From an optimization exercise on the open Yosys and OpenROAD flow, aimed at small area, a short achievable clock period and few clock cycles per item; shortcuts taken in it are not production practice.
The RTL was checked by simulation tests, not by an equivalence proof against the original design.

## run H
## fp_alu
module fp_alu (
    input  logic      clk,
    input  logic      rst,
    input  logic      start,
    input  fp_pkg::fp_word_t  op_a,
    input  fp_pkg::fp_word_t  op_b,
    input  fp_pkg::fp_op_t    op_code,
    output fp_pkg::fp_word_t  result,
    output fp_pkg::fp_flags_t flags,
    output logic      valid_out
);
Size: roughly 36 flip-flops, ~110 I/O pins.
clock: 15.0 ns
lec_check: 0
abc_area: 1
cap_margin: 20
core_margin: 2
core_utilization: 40
setup_slack_margin: 5
slew_margin: 20
standard.sh (not shown) runs the stock make flow with config.mk's settings and CLKGATE_MAP_FILE= SYNTH_SCRIPT=/design/flow/synth_recipe.tcl, a recipe that flattens the netlist after the stock synthesis.
==> flow/flow/run.sh <==
#!/bin/bash
# Layout flow: the standard flow, except that synthesis does not extract
# full/half adder cells (ADDER_MAP_FILE empty), which otherwise turn the
# prefix adders into slow ripple chains. Output goes to standard.log.
cd "$(dirname "$0")/.."
bash standard.sh ADDER_MAP_FILE= finish > standard.log 2>&1
No stage failed in run H, and the final checks on the layout all came back clean.
Testbench counts of run H, summed over its fixed seeds: cycles 32,008, ops 32,000.
Changes in run Y relative to run H:
-- flow/config.mk --
<<< run H, line 12
export SETUP_SLACK_MARGIN = 5
>>> run Y, line 12
export SETUP_SLACK_MARGIN = 4.5
==> comparison <==
Between run H and run Y, the share of the final layout cell area in sequential cells figures differ only marginally.
[compare] base=run H new=run Y: final wirelength lower, area growth from synthesis to final layout lower, via count lower.
In terms of number of instances in the synthesized netlist, run H and run Y differ only marginally.
Worst max-slew margin expressed relative to the limit in run Y is 0.89 points above run H.
Diff run H -> run Y: non-clock buffer count lower, final area lower.

* * *

== exp/ember ==
Another version of the RTL of fp_alu (not shown whole).
Size: about 3600 cells after synthesis, ~36 flip-flops, roughly 0.024 sq mm of cells after synthesis.
==> flow/config.mk <==
export PLATFORM = sky130hd
export DESIGN_NAME = fp_alu
export DESIGN_NICKNAME = fp_alu
export VERILOG_FILES = /design/flow/design.v
export SDC_FILE = /design/flow/constraint.sdc
export NUM_CORES = 4
export LEC_CHECK = 0
export ABC_AREA = 1
export CAP_MARGIN = 20
export CORE_MARGIN = 2
export CORE_UTILIZATION = 40
export PLACE_DENSITY = 0.75
export SETUP_SLACK_MARGIN = 4
export SLEW_MARGIN = 20
==> flow/constraint.sdc <==
create_clock -name core_clock -period 15.0 [get_ports {clk}]
set_input_delay 3.0000 -clock core_clock [delete_from_list [all_inputs] [get_ports {clk}]]
set_output_delay 3.0000 -clock core_clock [all_outputs]
set_load 0.01 [all_outputs]
run.sh (not shown) runs the stock make flow with config.mk's settings and CLKGATE_MAP_FILE= SYNTH_SCRIPT=/design/flow/synth_recipe.tcl, a recipe that flattens the netlist after the stock synthesis.
Stock flow here: none of the scripts above is used.
Testbench counts of exp/ember, summed over its fixed seeds: cycles 32,008, ops 32,000.
For exp/umber, these inputs were changed with respect to exp/ember:
- removing PLACE_DENSITY (formerly 0.75)
- removing ABC_AREA (formerly 1)
Results
Each of the runs, namely exp/umber and exp/ember, reached the end of the flow and came out clean.
Compared exp/umber against exp/ember; utilization within noise.
On starting density of the core, exp/umber and exp/ember are basically level.
On met2 layer usage reported by global route: exp/umber sits above exp/ember.
Going from exp/ember to exp/umber, number of antenna repair diodes down 7, buffering overhead now larger, setup slack moved down, adder and majority cell fraction of the synthesized area has decreased.
[exp/umber vs exp/ember] number of standard cells in the layout, taps in and fillers out: higher in exp/umber
Cmp exp/umber and exp/ember / total wire length after detailed routing / lower: exp/ember
Modified inputs, exp/nickel compared to exp/umber
- ABC_AREA now 1, previously not set
[summary]
The non-clock buffer total of the final layout of exp/nickel is lower than that of exp/umber.
Between exp/umber and exp/nickel, the difference in clock network area share is negligible.
Looking at count of antenna diodes in the layout, exp/nickel sits above exp/umber.
Diff exp/umber -> exp/nickel: routed metal-1 wire length moved down, area after synthesis moved down.
--- input diff exp/nickel..exp/willow ---
- SETUP_SLACK_MARGIN changed from 4 to 3
### Flow results
There was hardly any difference in number of cells after detailed placement between exp/nickel and exp/willow.
Going from exp/nickel to exp/willow, met1 capacity usage during global routing comparable, final cell count without fillers decreased by about 1.7% relative to the old numbers, multi-input gate share of total cell area went up by 1.6 points.

==> static timing again, ports no longer ideal <==
The flow's constraints put no driver on any port. The routed layouts listed below were extracted and timed again, unchanged, in two steps.
Step 1, drivers: a clkbuf_16 drives clk and a buf_2 each remaining input, both assumed.
Step 2 times the ports against the registers' clock, not the clock port: input delays grow and output delays shrink by t, the midpoint of the rising clock arrivals with the driver on.
Three values: ideal ports, drivers, drivers and shift; two values: the first two.
run	shift t [ns]	slack for setup (ns)	worst slew at a driven data input, ns
run H	0.318	5.292 / 5.307 / 4.989	0.07
run Y	0.317	4.859 / 4.866 / 4.550	0.07
exp/ember	0.343	4.178 / 4.200 / 3.857	0.10
exp/umber	0.338	3.706 / 3.706 / 3.369	0.07
exp/nickel	0.340	4.339 / 4.355 / 4.015	0.09
exp/willow	0.345	3.306 / 3.318 / 2.973	0.10
After both steps every run listed still meets setup and hold. The setup slack of exp/umber, which loses most, moves by 0.000 ns with the drivers and by -0.337 ns with both steps.
